Background: an optimization exercise with open tools, aiming at a short achievable clock period and few clock cycles per item. Do not read the settings as production practice.
In this exercise RTL edits were held to simulation tests only and were not proved equivalent to the original.
Power is estimated from default activity; no workload was simulated.

==> flow/design.v (outline; a module is shown in full before it is edited, if it fits) <==
// module reg_file: 31 lines
// module instr_decode: 36 lines
// module add32: 8 lines
// module alu_unit: 31 lines
// module mul_stage1: 705 lines
// module mul_stage2: 609 lines
// module data_mem_unit: 20 lines
// module retire_merge: 56 lines
// module mips_exec_top: 352 lines
module mips_exec_top (
    input  wire         clk,
    input  wire         rst_n,
    input  wire         instr_valid,
    output logic        instr_ready,
    input  wire  [31:0] instr,
    output logic        retire_valid,
    input  wire         retire_ready,
    output logic [4:0]  retire_dest,
    output logic [31:0] retire_data,
    output logic        retire_wr_en
);
  // ...
==> flow/flow/run.sh <==
#!/bin/bash
# The standard layout (the standard.sh, standard synthesis included),
# with ORFS's timing repair aimed at a 3 ns clock: SETUP_SLACK_MARGIN is
# the setup slack the repair steps aim for at the design's 10 ns period.
# The SDC, the clock period and every other setting are the standard flow's.
set -o pipefail
export SETUP_SLACK_MARGIN=7.0
bash standard.sh > standard.log 2>&1
status=$?
tail -20 standard.log
exit $status
==> flow/standard.sh <==
#!/bin/bash
# synth_recipe.tcl (not shown) runs the flow's synth.tcl, then flattens the netlist and writes it again
# the make line also repeats each setting of config.mk as NAME=value (left out here)
make -C /OpenROAD-flow-scripts/flow DESIGN_CONFIG=/design/flow/config.mk WORK_HOME=/design/flow/orfs CLKGATE_MAP_FILE= SYNTH_SCRIPT=/design/flow/synth_recipe.tcl "${@:-finish}"
==> flow/config.mk <==
export PLATFORM = sky130hd
export DESIGN_NAME = mips_exec_top
export DESIGN_NICKNAME = mips_exec_top
export VERILOG_FILES = /design/flow/design.v
export SDC_FILE = /design/flow/constraint.sdc
export NUM_CORES = 4
export LEC_CHECK = 0
export CAP_MARGIN = 20
export CORE_MARGIN = 2
export CORE_UTILIZATION = 42
export SLEW_MARGIN = 20
export SYNTH_HIERARCHICAL = 1
export SYNTH_MINIMUM_KEEP_SIZE = 0
==> flow/constraint.sdc <==
create_clock -name core_clock -period 10.0 [get_ports {clk}]
set_input_delay 2.0000 -clock core_clock [delete_from_list [all_inputs] [get_ports {clk}]]
set_output_delay 2.0000 -clock core_clock [all_outputs]
set_load 0.01 [all_outputs]
==> flow_summary.yaml, run 1 <==
logic_synthesis:
  synth_top_area_share: 0.3881
  yosysMostFrequentCell: "edfxtp_1"
  yosysUniqueCellTypes: 101
  ys_ff_latch: 4493
  synth_top_cell_by_area: "edfxtp_1"
route:
  vias: 127700
  wirelength_met1_mm: 267.6
grt:
  grt_pass1_wl_mm: 924.9
  met2_usage: 0.4189
  track_usage: 0.2756
sta:
  fin_ws_ps: 6495
  relSlewSlack: 0.2256
  fin_setup_tns_ps: 0
  fin_hold_ws_ps: 326.9
critical_path:
  criticalPathCategory: "reg2reg"
  cp-startpoint: "s2_woh[25]"
  crit_family: "simple AND/OR/NAND/NOR gates"
  arrival_ps: 4430
  worstPathCellList: "buf_12, buf_8, buf_16, buf_12, a22o_1, a221oi_2, nand4_1, or4_4, mux2i_4, o31ai_2, a31oi_2, buf_6, nor2_1"
  slowest_delay_ps: 790
worst_hold_path:
  min_delay_path_depth: 0
place:
  place_congestion: 0.9185
  numPortBuffers: 75
final_layout:
  register_area_sq_mm: 0.1152
  reg.largest.list: "u_dmem.dmem (2048), u_regs.regs (992), s2_mcols (338)"
  multi_input_area_share: 0.3296
  utilization: 0.4870
pwr:
  finalPower_w: 0.03852
status:
  status: "complete, no violations"
floorplan:
  initial_core_util: 0.4217
clock_network:
  cts.sinks: 4493
Testbench counts, summed over its fixed seeds: cycles 22,021, items 20,000.
==> module mips_exec_top, before the edit <==
module mips_exec_top (
    input  wire         clk,
    input  wire         rst_n,
    input  wire         instr_valid,
    output logic        instr_ready,
    input  wire  [31:0] instr,
    output logic        retire_valid,
    input  wire         retire_ready,
    output logic [4:0]  retire_dest,
    output logic [31:0] retire_data,
    output logic        retire_wr_en
);
    localparam int RQ_DEPTH = 8;
    localparam int CAP      = RQ_DEPTH;
    localparam int MW       = 338;
    localparam int DW       = 16 + 31 + 31 + 5 + 5 + 5 + 2 + 9;
    logic          i_add, i_sub, i_mul, i_and, i_or, i_slt, i_addi, i_lw, i_sw;
    logic          i_use_rs, i_use_rt;
    logic [4:0]    i_dest;
    logic [31:0]   i_rs_oh;
    logic [31:0]   i_rt_oh;
    logic [DW-1:0] i_dec;
    instr_decode u_decode (
        .instr   (instr),
        .is_add  (i_add),
        .is_sub  (i_sub),
        .is_mul  (i_mul),
        .is_and  (i_and),
        .is_or   (i_or),
        .is_slt  (i_slt),
        .is_addi (i_addi),
        .is_lw   (i_lw),
        .is_sw   (i_sw),
        .use_rs  (i_use_rs),
        .use_rt  (i_use_rt),
        .dest    (i_dest)
    );
    assign i_rs_oh = 32'd1 << instr[25:21];
    assign i_rt_oh = 32'd1 << instr[20:16];
    assign i_dec = {instr[15:0], i_rt_oh[31:1], i_rs_oh[31:1], instr[20:16], instr[25:21],
                    i_dest, i_use_rt, i_use_rs,
                    i_sw, i_lw, i_addi, i_slt, i_or, i_and, i_mul, i_sub, i_add};
    logic          rdy_q;
    logic          m_valid;
    logic          s_valid;
    logic [DW-1:0] m_dec;
    logic [DW-1:0] s_dec;
    logic [3:0]    inflight;
    logic          accept;
    logic          pop;
    logic          stall;
    logic          issue;
    logic          s_valid_n;
    logic [3:0]    inflight_acc;
    logic          room_pop;
    logic          room_nopop;
    assign instr_ready  = rdy_q;
    assign accept       = instr_valid && rdy_q;
    assign pop          = retire_valid && retire_ready;
    assign issue        = m_valid && !stall;
    assign s_valid_n    = stall && (s_valid || accept);
    assign inflight_acc = inflight + 4'(accept);
    assign room_nopop   = (inflight_acc < 4'(CAP));
    assign room_pop     = (inflight_acc < 4'(CAP + 1));
    always_ff @(posedge clk) begin
        if (!rst_n) begin
            rdy_q    <= 1'b1;
            m_valid  <= 1'b0;
            s_valid  <= 1'b0;
            inflight <= '0;
        end else begin
            rdy_q    <= !s_valid_n && (pop ? room_pop : room_nopop);
            s_valid  <= s_valid_n;
            inflight <= inflight_acc - 4'(pop);
            if (!stall) begin
                m_valid <= s_valid || accept;
            end
        end
    end
    always_ff @(posedge clk) begin
        if (!stall) begin
            m_dec <= s_valid ? s_dec : i_dec;
        end
        if (!s_valid) begin
            s_dec <= i_dec;
        end
    end
    logic        d_add, d_sub, d_mul, d_and, d_or, d_slt, d_addi, d_lw, d_sw;
    logic        d_use_rs, d_use_rt;
    logic [4:0]  d_dest;
    logic [4:0]  rs;
    logic [4:0]  rt;
    logic [31:1] rs_oh;
    logic [31:1] rt_oh;
    logic [15:0] d_imm;
    assign {d_imm, rt_oh, rs_oh, rt, rs, d_dest, d_use_rt, d_use_rs,
            d_sw, d_lw, d_addi, d_slt, d_or, d_and, d_mul, d_sub, d_add} = m_dec;
    logic        x_valid;
    logic        x_add, x_sub, x_mul, x_and, x_or, x_slt, x_lw, x_sw;
    logic [4:0]  x_dest;
    logic        x_wr;       
    logic        x_fw;       
    logic        x_long;     
    logic [31:0] x_a;
    logic [31:0] x_b;
    logic [7:0]  x_imm8;
    logic        x_fa1, x_fb1;
    logic [31:0] x_ma;
    logic [31:0] x_mb;
    logic        x_mfa1, x_mfb1;
    logic [7:0]  x_aa;
    logic        x_afa1;
    logic [31:0] x_sd;
    logic        x_sfb1;
    logic        s2_valid;
    logic        s2_mul, s2_lw, s2_sw;
    logic [4:0]  s2_dest;
    logic        s2_wr;
    logic        s2_mwr;     
    logic [31:0] r1;
    logic [63:0] s2_woh;     
    logic [31:0] s2_sd;      
    logic [MW-1:0] s2_mcols;
    logic        s3_valid;
    logic        s3_mul;
    logic [4:0]  s3_dest;
    logic        s3_wr;
    logic [31:0] r2;
    logic [31:0] s3_row0;
    logic [31:0] s3_row1;
    logic        s4_valid;
    logic [4:0]  s4_dest;
    logic        s4_wr;
    logic [31:1] s4_wr_oh;
    logic [31:0] r3;
    logic [31:0] s4_wd;      
    logic [31:0] r2_n;       
    logic [31:0] r3_n;       
    logic [31:0] rf_a;
    logic [31:0] rf_b;
    reg_file u_regs (
        .clk       (clk),
        .rst_n     (rst_n),
        .rd_oh_a   (rs_oh),
        .rd_oh_b   (rt_oh),
        .wr_oh     (s4_wr_oh),
        .wr_data   (s4_wd),
        .rd_data_a (rf_a),
        .rd_data_b (rf_b)
    );
    logic        hz;
    logic        fa1, fa2, fa3, fb1, fb2, fb3;
    logic        ma_rs, ma_rt;
    logic [31:0] d_a;
    logic [31:0] d_b;
    assign hz    = (x_long && ((d_use_rs && rs == x_dest) || (d_use_rt && rt == x_dest)))
                || (s2_mwr && ((d_use_rs && rs == s2_dest) || (d_use_rt && rt == s2_dest)));
    assign stall = m_valid && hz;
    assign fa1   = x_fw && rs == x_dest;
    assign fa2   = s2_wr && rs == s2_dest;
    assign fa3   = s3_wr && rs == s3_dest;
    assign fb1   = !d_addi && x_fw && rt == x_dest;
    assign fb2   = s2_wr && rt == s2_dest;
    assign fb3   = s3_wr && rt == s3_dest;
    assign ma_rs = s4_wr && rs == s4_dest;
    assign ma_rt = s4_wr && rt == s4_dest;
    assign d_a   = fa2 ? r2_n : fa3 ? r3_n : ma_rs ? r3 : rf_a;
    assign d_b   = d_addi ? {{16{d_imm[15]}}, d_imm}
                 : fb2 ? r2_n : fb3 ? r3_n : ma_rt ? r3 : rf_b;
    always_ff @(posedge clk) begin
        if (!rst_n) begin
            x_valid <= 1'b0;
            x_wr    <= 1'b0;
            x_fw    <= 1'b0;
            x_long  <= 1'b0;
            x_sw    <= 1'b0;
            x_mul   <= 1'b0;
        end else begin
            x_valid <= issue;
            x_wr    <= issue && d_dest != 5'd0;
            x_fw    <= issue && d_dest != 5'd0 && !(d_mul || d_lw);
            x_long  <= issue && d_dest != 5'd0 && (d_mul || d_lw);
            x_sw    <= issue && d_sw;
            x_mul   <= issue && d_mul;
        end
    end
    always_ff @(posedge clk) begin
        x_add  <= d_add || d_addi;
        x_sub  <= d_sub;
        x_and  <= d_and;
        x_or   <= d_or;
        x_slt  <= d_slt;
        x_lw   <= d_lw;
        x_dest <= d_dest;
        x_a    <= fa1 ? 32'd0 : d_a;
        x_b    <= fb1 ? 32'd0 : d_b;
        x_imm8 <= d_imm[7:0];
        x_fa1  <= fa1;
        x_fb1  <= fb1;
        x_ma   <= (d_mul && !fa1) ? d_a : 32'd0;
        x_mb   <= (d_mul && !fb1) ? d_b : 32'd0;
        x_aa   <= ((d_lw || d_sw) && !fa1) ? d_a[7:0] : 8'd0;
        x_sd   <= (d_sw && !fb1) ? d_b : 32'd0;
    end
    always_ff @(posedge clk) begin
        if (!rst_n) begin
            x_mfa1 <= 1'b0;
            x_mfb1 <= 1'b0;
            x_afa1 <= 1'b0;
            x_sfb1 <= 1'b0;
        end else if (issue) begin
            x_mfa1 <= d_mul && fa1;
            x_mfb1 <= d_mul && fb1;
            x_afa1 <= (d_lw || d_sw) && fa1;
            x_sfb1 <= d_sw && fb1;
        end
    end
    logic [31:0]   a;
    logic [31:0]   b;
    logic [31:0]   ma;
    logic [31:0]   mb;
    logic [7:0]    aa;
    logic [31:0]   sd;
    logic [31:0]   x_res;
    logic [5:0]    x_idx;
    logic [63:0]   x_woh;
    logic [MW-1:0] x_mcols;
    assign a  = ({32{x_fa1}}  & r1)      | x_a;
    assign b  = ({32{x_fb1}}  & r1)      | x_b;
    assign ma = ({32{x_mfa1}} & r1)      | x_ma;
    assign mb = ({32{x_mfb1}} & r1)      | x_mb;
    assign aa = ({8{x_afa1}}  & r1[7:0]) | x_aa;
    assign sd = ({32{x_sfb1}} & r1)      | x_sd;
    alu_unit u_alu (
        .a        (a),
        .b        (b),
        .sd       (sd),
        .aa       (aa),
        .imm8     (x_imm8),
        .op_add   (x_add),
        .op_sub   (x_sub),
        .op_and   (x_and),
        .op_or    (x_or),
        .op_slt   (x_slt),
        .op_sw    (x_sw),
        .result   (x_res),
        .word_idx (x_idx)
    );
    assign x_woh = 64'd1 << x_idx;
    mul_stage1 u_mul1 (
        .a    (ma),
        .b    (mb),
        .cols (x_mcols)
    );
    always_ff @(posedge clk) begin
        if (!rst_n) begin
            s2_valid <= 1'b0;
            s2_wr    <= 1'b0;
            s2_mwr   <= 1'b0;
            s2_sw    <= 1'b0;
        end else begin
            s2_valid <= x_valid;
            s2_wr    <= x_wr;
            s2_mwr   <= x_wr && x_mul;
            s2_sw    <= x_valid && x_sw;
        end
    end
    always_ff @(posedge clk) begin
        s2_mul  <= x_mul;
        s2_lw   <= x_lw;
        s2_dest <= x_dest;
        r1      <= x_res;
        s2_woh  <= x_woh;
        s2_sd   <= sd;
        s2_mcols <= x_mcols;
    end
    logic [31:0] mem_rd;
    logic [31:0] mrow0;
    logic [31:0] mrow1;
    data_mem_unit u_dmem (
        .clk     (clk),
        .wr_en   (s2_sw),
        .word_oh (s2_woh),
        .wr_data (s2_sd),
        .rd_data (mem_rd)
    );
    assign r2_n = s2_lw ? mem_rd : r1;
    mul_stage2 u_mul2 (
        .cols (s2_mcols),
        .row0 (mrow0),
        .row1 (mrow1)
    );
    always_ff @(posedge clk) begin
        if (!rst_n) begin
            s3_valid <= 1'b0;
            s3_wr    <= 1'b0;
        end else begin
            s3_valid <= s2_valid;
            s3_wr    <= s2_wr;
        end
    end
    always_ff @(posedge clk) begin
        s3_mul  <= s2_mul;
        s3_dest <= s2_dest;
        r2      <= r2_n;
        s3_row0 <= mrow0;
        s3_row1 <= mrow1;
    end
    logic [31:0] s3_wr_oh;
    assign s3_wr_oh = s3_wr ? (32'd1 << s3_dest) : 32'd0;
    logic [31:0] s3_prod;
    add32 u_mul_add (
        .a   (s3_row0),
        .b   (s3_row1),
        .cin (1'b0),
        .y   (s3_prod)
    );
    assign r3_n     = s3_mul ? s3_prod : r2;
    always_ff @(posedge clk) begin
        if (!rst_n) begin
            s4_valid <= 1'b0;
            s4_wr    <= 1'b0;
            s4_wr_oh <= '0;
        end else begin
            s4_valid <= s3_valid;
            s4_wr    <= s3_wr;
            s4_wr_oh <= s3_wr_oh[31:1];
        end
    end
    always_ff @(posedge clk) begin
        s4_dest <= s3_dest;
        r3      <= r3_n;
        if (s3_wr) begin
            s4_wd <= r3_n;
        end
    end
    retire_merge #(
        .DEPTH (RQ_DEPTH)
    ) u_retire (
        .clk          (clk),
        .rst_n        (rst_n),
        .in_valid     (s4_valid),
        .in_dest      (s4_dest),
        .in_data      (r3),
        .in_wr_en     (s4_wr),
        .retire_valid (retire_valid),
        .retire_ready (retire_ready),
        .retire_dest  (retire_dest),
        .retire_data  (retire_data),
        .retire_wr_en (retire_wr_en)
    );
endmodule
==> run 2, diff against run 1 <==
--- a/flow/design.v
+++ b/flow/design.v
@@ -1690,2 +1690,4 @@
     logic [31:0] r2_n;       
+    logic [31:0] mem_rd;     
+    logic [31:0] s3_prod;    
     logic [31:0] r3_n;       
@@ -1719,5 +1721,9 @@
     assign ma_rt = s4_wr && rt == s4_dest;
-    assign d_a   = fa2 ? r2_n : fa3 ? r3_n : ma_rs ? r3 : rf_a;
+    assign d_a   = (fa2 && s2_lw)  ? mem_rd  : fa2 ? r1
+                 : (fa3 && s3_mul) ? s3_prod : fa3 ? r2
+                 : ma_rs ? r3 : rf_a;
     assign d_b   = d_addi ? {{16{d_imm[15]}}, d_imm}
-                 : fb2 ? r2_n : fb3 ? r3_n : ma_rt ? r3 : rf_b;
+                 : (fb2 && s2_lw)  ? mem_rd  : fb2 ? r1
+                 : (fb3 && s3_mul) ? s3_prod : fb3 ? r2
+                 : ma_rt ? r3 : rf_b;
     always_ff @(posedge clk) begin
@@ -1829,3 +1835,2 @@
     end
-    logic [31:0] mem_rd;
     logic [31:0] mrow0;
@@ -1863,3 +1868,2 @@
     assign s3_wr_oh = s3_wr ? (32'd1 << s3_dest) : 32'd0;
-    logic [31:0] s3_prod;
     add32 u_mul_add (
==> flow_summary.yaml, run 2 <==
status:
  status: "complete, no violations"
logic_synthesis:
  synthTopCellsByArea: "edfxtp_1 (39%), dfxtp_1 (21%), mux2i_1 (5.8%)"
  ys_top_cells_by_count: "edfxtp_1 (2488), dfxtp_1 (2005), nor2b_1 (1132)"
  async_flop_share: 0
  synthXorXnorAreaFrac: 0.009197
  syn_nets: 15210
  syn_area_sq_mm: 0.1926
  synth_top_area_share: 0.3878
  synth-simple-area-share: 0.09671
  synth_top_family_by_area: "compound AO/OA/AOI/OAI gates"
  ys_seq_area_frac: 0.5962
  ys.flop_type: "edfxtp_1"
  yosysMostFrequentCell: "edfxtp_1"
  netlist_instances: 14620
  synthMuxAreaShare: 0.07078
  avgSynthCellArea_sq_um: 13.17
  ys_warn_count: 12
  synthAdderAreaFrac: 0.05182
  synth_top_cell_by_area: "edfxtp_1"
  synth_edf_count: 2488
  ys_ff_latch: 4493
  synth_compound_area_frac: 0.1278
  yosysUniqueCellTypes: 109
critical_path:
  worstPathCellList: "buf_4, a22o_1, a221oi_2, nand3_1, or4_4, o21ai_2, nand3_1, a221oi_2, nor2_1"
  crit_path_max_fanout: 32
  cp_num_buf_inv: 1
  worstPathRequired_ps: 10900
  critPathCaptureType: "flop"
  slowest_delay_ps: 720
  crit_family: "simple AND/OR/NAND/NOR gates"
  cp_slowest_cell: "or4_4"
  startpoint_type: "flop"
  reg2reg_depth: 9
  arrival_ps: 4470
  criticalPathCategory: "reg2reg"
  worstSetupPathDepth: 9
clock_network:
  clk_pin_slew_ps: 60
  cts.sinks: 4493
  clockBufferDepth: 4
  cts_tree: "built"
  insertion_delay_ps: 1080
  htree_levels: 5
  cts_buffers: 456
  cts_root_buf: "clkbuf_16"
worst_hold_path:
  hold_class: "reg2reg"
  min_delay_path_depth: 0
sta:
  period_minus_slack_ps: 3570
  rsz0062_at_grt: "yes"
  worst_pin_slew_ps: 1144
  relSlewSlack: 0.2372
  maxSlewViolCount: 0
  hold_viol: 0
  timing.fmax_mhz: 280.1
  final-setup-viol-count: 0
  period_share: 0.3570
  clock_skew_ps: 93.08
  fin_setup_tns_ps: 0
final_layout:
  final_cell_mix: "edfxtp_1 (2488), dfxtp_1 (1834), nor2b_1 (1125), mux2i_1 (1089), a22oi_1 (778)"
  final.fill_count: 39260
  layout.cells.most_common: "edfxtp_1"
  final_layout_size_suffix_gt1_frac: 0.1885
  reg.largest.list: "u_dmem.dmem (2048), u_regs.regs (992), s2_mcols (338)"
  largest_reg_flops: 2048
  largest_register: "u_dmem.dmem"
  areaGrowthSynthToFinish_pct: 15.02
  final_nets: 15060
  utilization: 0.4854
route:
  dr.first_iter.drc_count: 17010
  wl_per_cell_microns: 31.58
  via_per_inst: 6.089
  detail_route.first_pass.iterations: 9
  drc: 0
  vias: 127900
  drtAntennaViolNets: 0
  drt_wl_total_mm: 663.3
floorplan:
  core-area_sq_mm: 0.4564
  die_w_microns: 681.2
  io_pins: 76
  num_rows: 248
  initial_core_util: 0.4220
  die-area_sq_mm: 0.4641
  die_y_microns: 681.2
grt:
  met3_usage: 0.05403
  grt_util_met1: 0.3707
  grt_max_degree: 250
  top_usage_layer: "met2"
  grt_pass1_vias: 122200
  antenna_found_initial: 39
  met2_usage: 0.4268
  grt-ovfl-total: 0
  track_usage: 0.2751
  grt_pass1_wl_mm: 921.8
pwr:
  power_density_mw_per_mm2: 174.9
  p_leak_nw: 76.64
  peakVddDrop_mv: 0.2063
place:
  place_congestion: 0.9554
  numPortBuffers: 75
  hpwlAfterDp_mm: 387.3
run:
  cap_violations: 0
[run 2: cell count changes after synthesis, moves of 15 or more]
cell,before,now
a211o_1,39,9
a211oi_1,42,60
a21boi_0,36,4
a21oi_1,112,97
a31oi_1,44,23
and3_1,96,120
inv_1,542,512
mux2i_1,1143,1118
nand2_1,396,357
nand3_1,233,319
nor2_1,190,263
nor2b_1,1151,1132
o31ai_1,37,22
[run 2: cell type report]
class	count	area (sq um)	share of cell area
sequential	4493	115100	0.5197
antenna	18	45.04	0.0002033
tap	6125	7664	0.03459
clock inverter	238	2633	0.01188
clock buffer	611	12560	0.05667
inverter	513	1963	0.008860
multi-input combinational	8229	73570	0.3321
timing repair buffer	780	7981	0.03602
[run 2: cells by family after synthesis]
family / Yosys count
flops: 4493
buf+inv: 1904
other cells: 4
fa+ha+maj: 550
simple gates: 3240
xor+xnor: 191
compound gates: 2983
mux: 1259
[run 2: per-layer routing]
layer  wire (microns)  share of wire
met1           264700           0.40
met2           296900           0.45
met3            64900          0.098
met4            36760          0.055
met5              109        0.00016
[run 2: Yosys stat by module (local to each module, per instance), a selection]
module | flip-flops and latches | cells inside | copies in the design
reg_file | 992 | 4772 | 1
mul_stage1 | 0 | 1074 | 1
mul_stage2 | 0 | 671 | 1
alu_unit | 0 | 215 | 1
mips_exec_top | 1097 | 2458 | 1
instr_decode | 0 | 36 | 1
add32 | 0 | 250 | 3
data_mem_unit | 2048 | 3559 | 1
[run 2: through the flow]
step	total power, W	std cells	area, sq um	setup WS [ps]	hold slack [ps]
finish	0.03876	21010	221600	6430	329.4
global route	0.03969	21000	221500	6428	335.6
CTS	0.03879	20900	219400	6433	330.5
global placement	0.02142	19810	197300	5688	310.6
detailed placement	0.02143	19810	197300	5681	314.6
floorplan	0.02085	14620	193000	6475	309.6
[run 2: timing repair]
| action | in CTS | in global routing |
|---|---|---|
| pin swaps | 363 | 222 |
| hold buffers | 0 | 0 |
| gates cloned | 24 | 6 |
| gates resized for setup | 1218 | 326 |
| setup endpoints to repair | 858 | 680 |
| setup buffers | 210 | 80 |
[run 2: final timing paths]
path / start / endpoint / slack, ps
worst min-delay path: s2_mcols[5] / s3_row0[2] / 330
worst max-delay path: m_dec[61] / x_sd[16] / 6430
worst max register to register: m_dec[61] / x_sd[16] / 6430
worst min register to register: s2_mcols[5] / s3_row0[2] / 330
[run 2: power breakdown]
part / internal, W / switching [W]
clock network: 0.00995 / 0.00756
registers: 0.0194 / 0.000125
logic: 0.000669 / 0.00104
total: 0.0300 / 0.00872
Testbench counts of run 2, summed over its fixed seeds: cycles 22,021, items 20,000.
==> run 3, diff against run 2 <==
--- a/flow/config.mk
+++ b/flow/config.mk
@@ -9,3 +9,3 @@
 export CORE_MARGIN = 2
-export CORE_UTILIZATION = 42
+export CORE_UTILIZATION = 50
 export SLEW_MARGIN = 20
==> flow_summary.yaml, run 3 <==
status:
  status: "complete, no violations"
logic_synthesis:
  yosysMostFrequentCell: "edfxtp_1"
  syn_nets: 15210
  async_flop_share: 0
  synth_edf_count: 2488
  ys_seq_area_frac: 0.5962
  ys_warn_count: 12
  ys_ff_latch: 4493
  yosysUniqueCellTypes: 109
  synth_top_area_share: 0.3878
  ys_top_cells_by_count: "edfxtp_1 (2488), dfxtp_1 (2005), nor2b_1 (1132)"
  syn_area_sq_mm: 0.1926
  avgSynthCellArea_sq_um: 13.17
  synthTopCellsByArea: "edfxtp_1 (39%), dfxtp_1 (21%), mux2i_1 (5.8%)"
  synth_top_cell_by_area: "edfxtp_1"
  netlist_instances: 14620
  ys.flop_type: "edfxtp_1"
sta:
  worst_pin_slew_ps: 1261
  rsz0062_at_grt: "yes"
  timing.fmax_mhz: 276.6
  fin_ws_ps: 6385
  hold_viol: 0
  relSlewSlack: 0.1534
  clock_skew_ps: 82.59
  maxSlewViolCount: 0
  fin_hold_ws_ps: 324.1
  fin_setup_tns_ps: 0
  period_share: 0.3615
  final-setup-viol-count: 0
  period_minus_slack_ps: 3615
floorplan:
  die_y_microns: 624.7
  initial_core_util: 0.5031
  die_w_microns: 624.7
  io_pins: 76
  die-area_sq_mm: 0.3903
  num_rows: 227
  core-area_sq_mm: 0.3829
final_layout:
  final_layout_size_suffix_gt1_frac: 0.1911
  final_nets: 15040
  final_cell_mix: "edfxtp_1 (2488), dfxtp_1 (1843), nor2b_1 (1124), mux2i_1 (1088), a22oi_1 (777)"
  areaGrowthSynthToFinish_pct: 14.93
  largest_reg_flops: 2048
  final_cells: 19910
  reg.largest.list: "u_dmem.dmem (2048), u_regs.regs (992), s2_mcols (338)"
  final.fill_count: 29830
  layout.cells.most_common: "edfxtp_1"
  final_cell_area_sq_mm: 0.2214
  largest_register: "u_dmem.dmem"
critical_path:
  slowest_delay_ps: 720
  cp_slowest_cell: "or4_4"
  arrival_ps: 4520
  criticalPathCategory: "reg2reg"
  worstPathRequired_ps: 10900
  worstPathCellList: "buf_12, buf_16, buf_6, a22o_4, a221oi_4, nand4_1, or4_4, mux2_4, a222oi_1, buf_4, nor2_1"
  critPathCaptureType: "flop"
  crit_path_max_fanout: 4
  cp_num_buf_inv: 4
  crit_family: "simple AND/OR/NAND/NOR gates"
  startpoint_type: "flop"
clock_network:
  cts_root_buf: "clkbuf_16"
  insertion_delay_ps: 1050
  cts_hold_buf: 0
  clk_pin_slew_ps: 60
  cts_tree: "built"
  clockBufferDepth: 4
  cts_buffers: 458
  cts.sinks: 4493
  htree_levels: 5
place:
  hpwlAfterDp_mm: 406.5
  dp_cells: 18710
  place_congestion: 0.9830
  placed_area_sq_mm: 0.1957
  dp_slack_ps: 5285
  numPortBuffers: 75
pwr:
  power_density_mw_per_mm2: 175.8
  peakVddDrop_mv: 0.2344
  p_leak_nw: 77.11
grt:
  antenna_found_initial: 33
  grt-ovfl-total: 0
  grt_pass1_wl_mm: 946.8
  grt_max_degree: 147
  grt_pass1_vias: 126800
  track_usage: 0.3378
route:
  drtAntennaViolNets: 0
  detail_route.first_pass.iterations: 12
  drt_wl_total_mm: 679.8
  via_per_inst: 6.486
  dr.first_iter.drc_count: 16990
  drc: 0
  wl_per_cell_microns: 34.15
  vias: 129100
run:
  cap_violations: 0
worst_hold_path:
  hold_class: "reg2reg"
## run 3: cell types whose count changed in the layout (fill, tap and decap cells not counted), moves of 15 or more
cell,change
buf_4,-17
clkinv_2,+18
o21ai_2,-15
a221oi_1,-39
a22o_1,-17
a22o_4,+16
a221oi_4,+51
## run 3: per-module statistics from Yosys, one instance, submodules excluded, a selection
module / cells inside / flops+latches
mul_stage1: 1074 / 0
alu_unit: 215 / 0
reg_file: 4772 / 992
mul_stage2: 671 / 0
mips_exec_top: 2458 / 1097
add32: 250 / 0
instr_decode: 36 / 0
data_mem_unit: 3559 / 2048
## run 3: kinds of logic after synthesis
family,count (synthesis),synth area share
compound gates,2983,0.1278
xor+xnor,191,0.009197
fa+ha+maj,550,0.05182
buf+inv,1904,0.04740
flops,4493,0.5962
mux,1259,0.07078
other cells,4,0.00007792
simple gates,3240,0.09671
## run 3: area by class of cell
class | count | area, sq um | area share
Tap cell | 5038 | 6304 | 0.02847
Sequential cell | 4493 | 115100 | 0.5201
Inverter | 513 | 1956 | 0.008833
Timing Repair Buffer | 760 | 7814 | 0.03529
Antenna cell | 14 | 35.03 | 0.0001582
Clock inverter | 249 | 2754 | 0.01244
Clock buffer | 613 | 12760 | 0.05762
Multi-Input combinational cell | 8228 | 74640 | 0.3371
## run 3: worst paths after layout
check / startpoint / endpoint / slack, ps / cells after the start
setup / recovery: s2_woh[24] / x_mb[14] / 6380 / 11
hold / removal: x_lw / s2_lw / 320 / 0
setup reg to reg: s2_woh[24] / x_mb[14] / 6380 / 11
hold reg to reg: x_lw / s2_lw / 320 / 0
## run 3: repair_timing
action	in CTS	in global routing
gates cloned	19	8
endpoints found under the setup margin	1270	658
pin swaps	266	303
gates resized for setup	1182	464
setup buffers	174	114
endpoints found under the hold margin	0	0
## run 3: power breakdown
part,switching [W],internal (W)
Clock,0.00750,0.0102
Combinational,0.00105,0.000666
Sequential,0.000121,0.0194
Total,0.00867,0.0303
## run 3: stage by stage
| step | utilization | power (W) |
|---|---|---|
| 4_1_cts | 0.5692 | 0.03900 |
| 5_1_grt | 0.5782 | 0.03985 |
| 3_3_place_gp | 0.5111 | 0.02141 |
| 6_report | 0.5783 | 0.03893 |
| 2_1_floorplan | - | 0.02085 |
| 3_5_place_dp | 0.5112 | 0.02143 |
## run 3: per-layer routing
layer  vias to the layer above  GRT usage  routed length, microns
met5                         -          0                      94
met4                        14     0.2346                   55920
met3                      1837    0.06167                   60530
met2                      7282     0.5298                  310900
met1                     65710     0.4256                  252400
li1                      54290          -                       -

-- separate check: timing with driven ports --
No port has a modelled driver above. Below, the same layouts with a new extraction and two added sets of constraints.
Step 1 assumes that a clkbuf_16 drives the clock port and a buf_2 every other input.
Step 2 also shifts input and output timing later by t, the mid clock arrival at the registers, as if the neighbouring blocks saw the same clock.
Three values: ideal ports, drivers, drivers and shift; two values: the first two.
run | shift t [ns] | setup slack, ns | worst slew at a driven data input, ns | cell pins on the clock port's net
run 1 | 1.139 | 6.495 / 6.403 / 5.985 | 0.08 | 1
run 2 | 1.145 | 6.430 / 6.381 / 5.923 | 0.06 | 1
run 3 | 1.122 | 6.385 / 6.379 / 5.911 | 0.23 | 1
After both steps setup and hold are still met in every run listed. The setup slack of run 1, which loses most, moves by -0.092 ns with the drivers and by -0.510 ns with both steps.
